Background: an optimization exercise with open tools, aiming at small area, a short achievable clock period and few clock cycles per item. Do not read the settings as production practice.
Only simulation tests tie the RTL to the original design; equivalence was not proved.
Power is estimated from default activity; no workload was simulated.

==> flow/design.v <==
package cepq_pkg;
    localparam logic ACT_PUSH = 1'b0;
    localparam logic ACT_POP  = 1'b1;
    localparam logic [2:0] ST_INSERTED  = 3'd0;
    localparam logic [2:0] ST_COALESCED = 3'd1;
    localparam logic [2:0] ST_DROPPED   = 3'd2;
    localparam logic [2:0] ST_POPPED    = 3'd3;
    localparam logic [2:0] ST_EMPTY     = 3'd4;
    typedef struct packed {
        logic        action;
        logic [2:0]  priority_req;
        logic [2:0]  msg_type;
        logic [15:0] item_id;
    } t_req;
    typedef struct packed {
        logic [2:0]  status;
        logic [2:0]  out_priority;
        logic [2:0]  out_type;
        logic [15:0] out_item_id;
        logic [4:0]  occupancy;
        logic        stay_awake;
    } t_rsp;
    typedef struct packed {
        logic [2:0]  prio;
        logic [2:0]  msg_type;
        logic [15:0] item_id;
    } t_entry;
    typedef struct packed {
        logic   insert;
        logic   pop;
        t_entry entry;
    } t_cell_ctrl;
    function automatic logic prio_gt(input logic [2:0] a, input logic [2:0] b);
        prio_gt = (a[2] & ~b[2])
                | (~(a[2] ^ b[2]) & ((a[1] & ~b[1]) | (~(a[1] ^ b[1]) & a[0] & ~b[0])));
    endfunction
endpackage
module cepq_cell (
    input  logic                   i_clk,
    input  logic                   i_take_hold,
    input  logic                   i_take_right,
    input  logic                   i_take_left,
    input  logic                   i_take_new,
    input  cepq_pkg::t_entry       i_left_entry,
    input  cepq_pkg::t_entry       i_right_entry,
    input  cepq_pkg::t_entry       i_new_entry,
    input  cepq_pkg::t_entry       i_cmp_entry,
    input  logic [2:0]             i_cmp_prio,
    output cepq_pkg::t_entry       o_entry,
    output logic                   o_eq,
    output logic                   o_gt
);
    cepq_pkg::t_entry r_entry;
    assign o_entry = r_entry;
    assign o_eq    = (r_entry == i_cmp_entry);
    assign o_gt    = cepq_pkg::prio_gt(r_entry.prio, i_cmp_prio);
    always_ff @(posedge i_clk) begin
        r_entry <= ({22{i_take_hold}}  & r_entry)
                 | ({22{i_take_right}} & i_right_entry)
                 | ({22{i_take_left}}  & i_left_entry)
                 | ({22{i_take_new}}   & i_new_entry);
    end
endmodule
module coalescing_priority_event_queue #(
    parameter int QUEUE_DEPTH = 16
) (
    input  logic              i_clk,
    input  logic              i_rst_n,
    input  logic              i_req_valid,
    output logic              o_req_stall,
    input  logic [22:0]       i_req,
    output logic              o_rsp_valid,
    input  logic              i_rsp_stall,
    output logic [30:0]       o_rsp
);
    localparam int N  = QUEUE_DEPTH;
    localparam int CW = $clog2(QUEUE_DEPTH + 1);
    cepq_pkg::t_req       w_a;
    cepq_pkg::t_entry     w_a_entry;
    logic                 r_b_valid;
    logic                 r_b_push;
    cepq_pkg::t_entry     r_b_entry;
    logic [N-1:0]         r_b_eq;        
    logic                 r_b_eq_head;   
    logic                 r_b_eq_next;   
    logic                 r_b_eq_ins;    
    logic                 r_q_ins;       
    logic                 r_q_pop;       
    logic                 r_q_do_ins;    
    logic                 r_q_do_pop;    
    logic [N-1:0]         r_q_ge;        
    cepq_pkg::t_entry     r_q_entry;     
    cepq_pkg::t_entry     r_q_popped;    
    logic                 r_q_valid;     
    logic [2:0]           r_q_status;
    logic [CW-1:0]        r_cnt;
    logic [N-1:0]         r_occ;         
    logic [N:0]           w_occ;
    logic                 r_awake;
    logic w_room, w_b_free, w_b_move;
    assign w_room      = !r_q_valid || !i_rsp_stall;
    assign w_b_free    = !r_b_valid || w_room;
    assign w_b_move    = r_b_valid && w_room;
    logic r_both_valid;
    assign o_req_stall = r_both_valid && i_rsp_stall;
    assign w_a = i_req;
    assign w_a_entry.prio     = w_a.priority_req;
    assign w_a_entry.msg_type = w_a.msg_type;
    assign w_a_entry.item_id  = w_a.item_id;
    logic [21:0]      w_entry [N];
    logic [N-1:0]     w_eq, w_gt;
    for (genvar g = 0; g < N; g++) begin : g_cell
        logic [21:0] w_left, w_right;
        logic        w_take_left, w_take_new;
        if (g == 0) begin : g_head
            assign w_left      = '0;
            assign w_take_left = 1'b0;
            assign w_take_new  = r_q_do_ins && r_q_ge[0];
        end else begin : g_mid
            assign w_left      = w_entry[g-1];
            assign w_take_left = r_q_do_ins && r_q_ge[g-1];
            assign w_take_new  = r_q_do_ins && r_q_ge[g] && !r_q_ge[g-1];
        end
        if (g == N - 1) begin : g_tail
            assign w_right = '0;
        end else begin : g_body
            assign w_right = w_entry[g+1];
        end
        cepq_cell u_cell (
            .i_clk         (i_clk),
            .i_take_hold   (!r_q_do_pop && !(r_q_do_ins && r_q_ge[g])),
            .i_take_right  (r_q_do_pop),
            .i_take_left   (w_take_left),
            .i_take_new    (w_take_new),
            .i_left_entry  (w_left),
            .i_right_entry (w_right),
            .i_new_entry   (r_q_entry),
            .i_cmp_entry   (w_a_entry),
            .i_cmp_prio    (r_b_entry.prio),
            .o_entry       (w_entry[g]),
            .o_eq          (w_eq[g]),
            .o_gt          (w_gt[g])
        );
    end
    assign w_occ = {1'b0, r_occ};
    logic         w_eq_q;
    logic [N-1:0] w_bn_eq;
    logic         w_bn_eq_head;
    assign w_eq_q = (r_q_entry == w_a_entry);
    always_comb begin
        for (int g = 0; g < N; g++) begin
            if (r_q_do_pop) begin
                w_bn_eq[g] = w_eq[g] && (g >= 2) && w_occ[(g >= 1) ? g-1 : 0];
            end else if (r_q_do_ins) begin
                w_bn_eq[g] = w_eq[g] && w_occ[(g < N) ? g+1 : N] && (g >= 1 || r_q_ge[0]);
            end else begin
                w_bn_eq[g] = w_eq[g] && (g >= 1) && w_occ[g];
            end
        end
        if (r_q_do_pop)
            w_bn_eq_head = w_eq[1] && w_occ[0];
        else if (r_q_do_ins && r_q_ge[0])
            w_bn_eq_head = w_eq_q;
        else
            w_bn_eq_head = w_eq[0] && w_occ[0];
    end
    logic [N-1:0] w_gtn, w_ge;
    logic         w_dup, w_full, w_empty, w_ins, w_pop;
    logic [2:0]   w_status;
    logic [CW-1:0] w_cnt_n, w_cnt_inc, w_cnt_dec;
    logic         w_awake_n;
    cepq_pkg::t_entry w_head;
    logic w_gt_q;
    assign w_gt_q = cepq_pkg::prio_gt(r_q_entry.prio, r_b_entry.prio);
    always_comb begin
        for (int g = 0; g < N; g++) begin
            if (r_q_do_pop) begin
                w_gtn[g] = (g < N-1) ? w_gt[(g < N-1) ? g+1 : 0] : 1'b0;
            end else if (r_q_do_ins) begin
                if (!r_q_ge[g])
                    w_gtn[g] = w_gt[g];
                else if (g == 0 || !r_q_ge[(g >= 1) ? g-1 : 0])
                    w_gtn[g] = w_gt_q;
                else
                    w_gtn[g] = w_gt[(g >= 1) ? g-1 : 0];
            end else begin
                w_gtn[g] = w_gt[g];
            end
            w_ge[g] = w_gtn[g] || !w_occ[g];
        end
    end
    always_comb begin
        if (r_q_do_pop)                   w_head = w_entry[1];
        else if (r_q_do_ins && r_q_ge[0]) w_head = r_q_entry;
        else                              w_head = w_entry[0];
    end
    assign w_dup     = (|r_b_eq) || r_b_eq_ins || (r_b_eq_head && !r_q_pop) || (r_b_eq_next && r_q_ins);
    assign w_full    = w_occ[N-1];
    assign w_empty   = !w_occ[0];
    assign w_ins     = r_b_push && !w_dup && !w_full;
    assign w_pop     = !r_b_push && !w_empty;
    always_comb begin
        logic all_one, all_zero;
        all_one  = 1'b1;
        all_zero = 1'b1;
        for (int i = 0; i < CW; i++) begin
            w_cnt_inc[i] = r_cnt[i] ^ all_one;
            w_cnt_dec[i] = r_cnt[i] ^ all_zero;
            all_one  = all_one & r_cnt[i];
            all_zero = all_zero & !r_cnt[i];
        end
    end
    always_comb begin
        if (r_b_push) begin
            if (w_dup)       w_status = cepq_pkg::ST_COALESCED;
            else if (w_full) w_status = cepq_pkg::ST_DROPPED;
            else             w_status = cepq_pkg::ST_INSERTED;
        end else begin
            if (w_empty)     w_status = cepq_pkg::ST_EMPTY;
            else             w_status = cepq_pkg::ST_POPPED;
        end
        if (w_ins)      w_cnt_n = w_cnt_inc;
        else if (w_pop) w_cnt_n = w_cnt_dec;
        else            w_cnt_n = r_cnt;
        if (r_b_push)     w_awake_n = 1'b1;
        else if (w_empty) w_awake_n = 1'b0;
        else              w_awake_n = r_awake;
    end
    always_ff @(posedge i_clk) begin
        if (!i_rst_n) begin
            r_b_valid  <= 1'b0;
            r_q_ins    <= 1'b0;
            r_q_pop    <= 1'b0;
            r_q_do_ins <= 1'b0;
            r_q_do_pop <= 1'b0;
            r_cnt      <= '0;
            r_occ      <= '0;
            r_awake    <= 1'b0;
            r_q_valid  <= 1'b0;
            r_both_valid <= 1'b0;
        end else begin
            if (w_b_free) begin
                r_b_valid <= i_req_valid;
                r_q_ins   <= w_b_move && w_ins;
                r_q_pop   <= w_b_move && w_pop;
            end
            r_q_do_ins <= w_b_move && w_ins;
            r_q_do_pop <= w_b_move && w_pop;
            if (w_b_move) begin
                r_cnt   <= w_cnt_n;
                if (w_ins)      r_occ <= {r_occ[N-2:0], 1'b1};
                else if (w_pop) r_occ <= {1'b0, r_occ[N-1:1]};
                r_awake <= w_awake_n;
            end
            if (w_room) r_q_valid <= r_b_valid;
            r_both_valid <= (w_b_free ? i_req_valid : r_b_valid)
                         && (w_room ? r_b_valid : r_q_valid);
        end
    end
    always_ff @(posedge i_clk) begin
        if (w_b_free) begin
            r_b_push    <= (w_a.action == cepq_pkg::ACT_PUSH);
            r_b_entry   <= w_a_entry;
            r_b_eq      <= w_bn_eq;
            r_b_eq_head <= w_bn_eq_head;
            r_b_eq_next <= (r_b_entry == w_a_entry);
            r_b_eq_ins  <= w_eq_q && r_q_do_ins && !r_q_ge[0];
        end
        r_q_ge    <= w_ge;
        r_q_entry <= r_b_entry;
        if (w_room) begin
            r_q_popped  <= w_pop ? w_head : '0;
            r_q_status  <= w_status;
        end
    end
    assign o_rsp_valid = r_q_valid;
    assign o_rsp       = {r_q_status, r_q_popped, 5'(r_cnt), r_awake};
endmodule
Settings: LEC_CHECK=0, CAP_MARGIN=20, CORE_MARGIN=2, CORE_UTILIZATION=50, SETUP_SLACK_MARGIN=1.6, SLEW_MARGIN=20; clock period 3.6 ns.
run.sh (not shown) runs the stock make flow with config.mk's settings and CLKGATE_MAP_FILE= SYNTH_SCRIPT=/design/flow/synth_recipe.tcl, a recipe that flattens the netlist after the stock synthesis.
Testbench counts at the start, summed over its fixed seeds: cycles 32,016, requests 32,000.
==> next run, changes <==
--- a/flow/design.v
+++ b/flow/design.v
@@ -79,11 +79,11 @@
     cepq_pkg::t_entry     w_a_entry;
     logic                 r_b_valid;
     logic                 r_b_push;
+    logic [2:0]           r_b_prio_n;    
     cepq_pkg::t_entry     r_b_entry;
-    logic [N-1:0]         r_b_eq;        
+    logic [N/4-1:0]       r_b_eq;        
     logic                 r_b_eq_head;   
     logic                 r_b_eq_next;   
-    logic                 r_b_eq_ins;    
     logic                 r_q_ins;       
     logic                 r_q_pop;       
     logic                 r_q_do_ins;    
@@ -136,7 +136,7 @@
             .i_right_entry (w_right),
             .i_new_entry   (r_q_entry),
             .i_cmp_entry   (w_a_entry),
-            .i_cmp_prio    (r_b_entry.prio),
+            .i_cmp_prio    (~r_b_prio_n),
             .o_entry       (w_entry[g]),
             .o_eq          (w_eq[g]),
             .o_gt          (w_gt[g])
@@ -194,7 +194,7 @@
         else if (r_q_do_ins && r_q_ge[0]) w_head = r_q_entry;
         else                              w_head = w_entry[0];
     end
-    assign w_dup     = (|r_b_eq) || r_b_eq_ins || (r_b_eq_head && !r_q_pop) || (r_b_eq_next && r_q_ins);
+    assign w_dup     = (|r_b_eq) || (r_b_eq_head && !r_q_pop) || (r_b_eq_next && r_q_ins);
     assign w_full    = w_occ[N-1];
     assign w_empty   = !w_occ[0];
     assign w_ins     = r_b_push && !w_dup && !w_full;
@@ -261,10 +261,12 @@
         if (w_b_free) begin
             r_b_push    <= (w_a.action == cepq_pkg::ACT_PUSH);
             r_b_entry   <= w_a_entry;
-            r_b_eq      <= w_bn_eq;
+            r_b_prio_n  <= ~w_a_entry.prio;
+            for (int j = 0; j < N/4; j++)
+                r_b_eq[j] <= |w_bn_eq[4*j +: 4]
+                          || (j == 0 && w_eq_q && r_q_do_ins && !r_q_ge[0]);
             r_b_eq_head <= w_bn_eq_head;
             r_b_eq_next <= (r_b_entry == w_a_entry);
-            r_b_eq_ins  <= w_eq_q && r_q_do_ins && !r_q_ge[0];
         end
         r_q_ge    <= w_ge;
         r_q_entry <= r_b_entry;
After rerunning: The changed run went through all stages and came out clean. Worst setup slack gains 93 ps. Power came out higher by 24%. Die area barely changes. Register-to-register slack gains 90 ps. Worst hold slack gains 4.6 ps. Global-route usage came out lower by 0.11 points.
Testbench counts after the change, summed over its fixed seeds: cycles 32,016, requests 32,000.

==> what the ideal ports hide <==
Ports are ideal in the flow. The routed layouts listed here were re-timed in OpenROAD.
Step 1 (the two cells are an assumption about what drives the block):
set clk [get_ports {i_clk}]
set_driving_cell -lib_cell sky130_fd_sc_hd__clkbuf_16 $clk
set_driving_cell -lib_cell sky130_fd_sc_hd__buf_2 [delete_from_list [all_inputs] $clk]
Step 2, shift: input delay + t, output delay - t, t = (earliest + latest rising clock arrival at the registers) / 2. This alone moves slack from input paths to output paths.
Slacks: ideal / step 1 / step 2; pairs: ideal / step 1.
run | shift t [ns] | setup WS [ns] | latest minus earliest clock arrival (ns) | worst register clock-pin slew, ns | worst data-port slew with drivers (ns)
the first run | 0.690 | 1.466 / 1.466 / 0.941 | 0.018 / 0.018 | 0.07 / 0.07 | 0.04
the second run | 0.687 | 1.558 / 1.558 / 0.967 | 0.034 / 0.034 | 0.07 / 0.07 | 0.04
After both steps setup and hold are still met in every run listed. For the second run, which loses most, drivers alone change the setup slack by 0.000 ns; drivers and shift together by -0.591 ns.
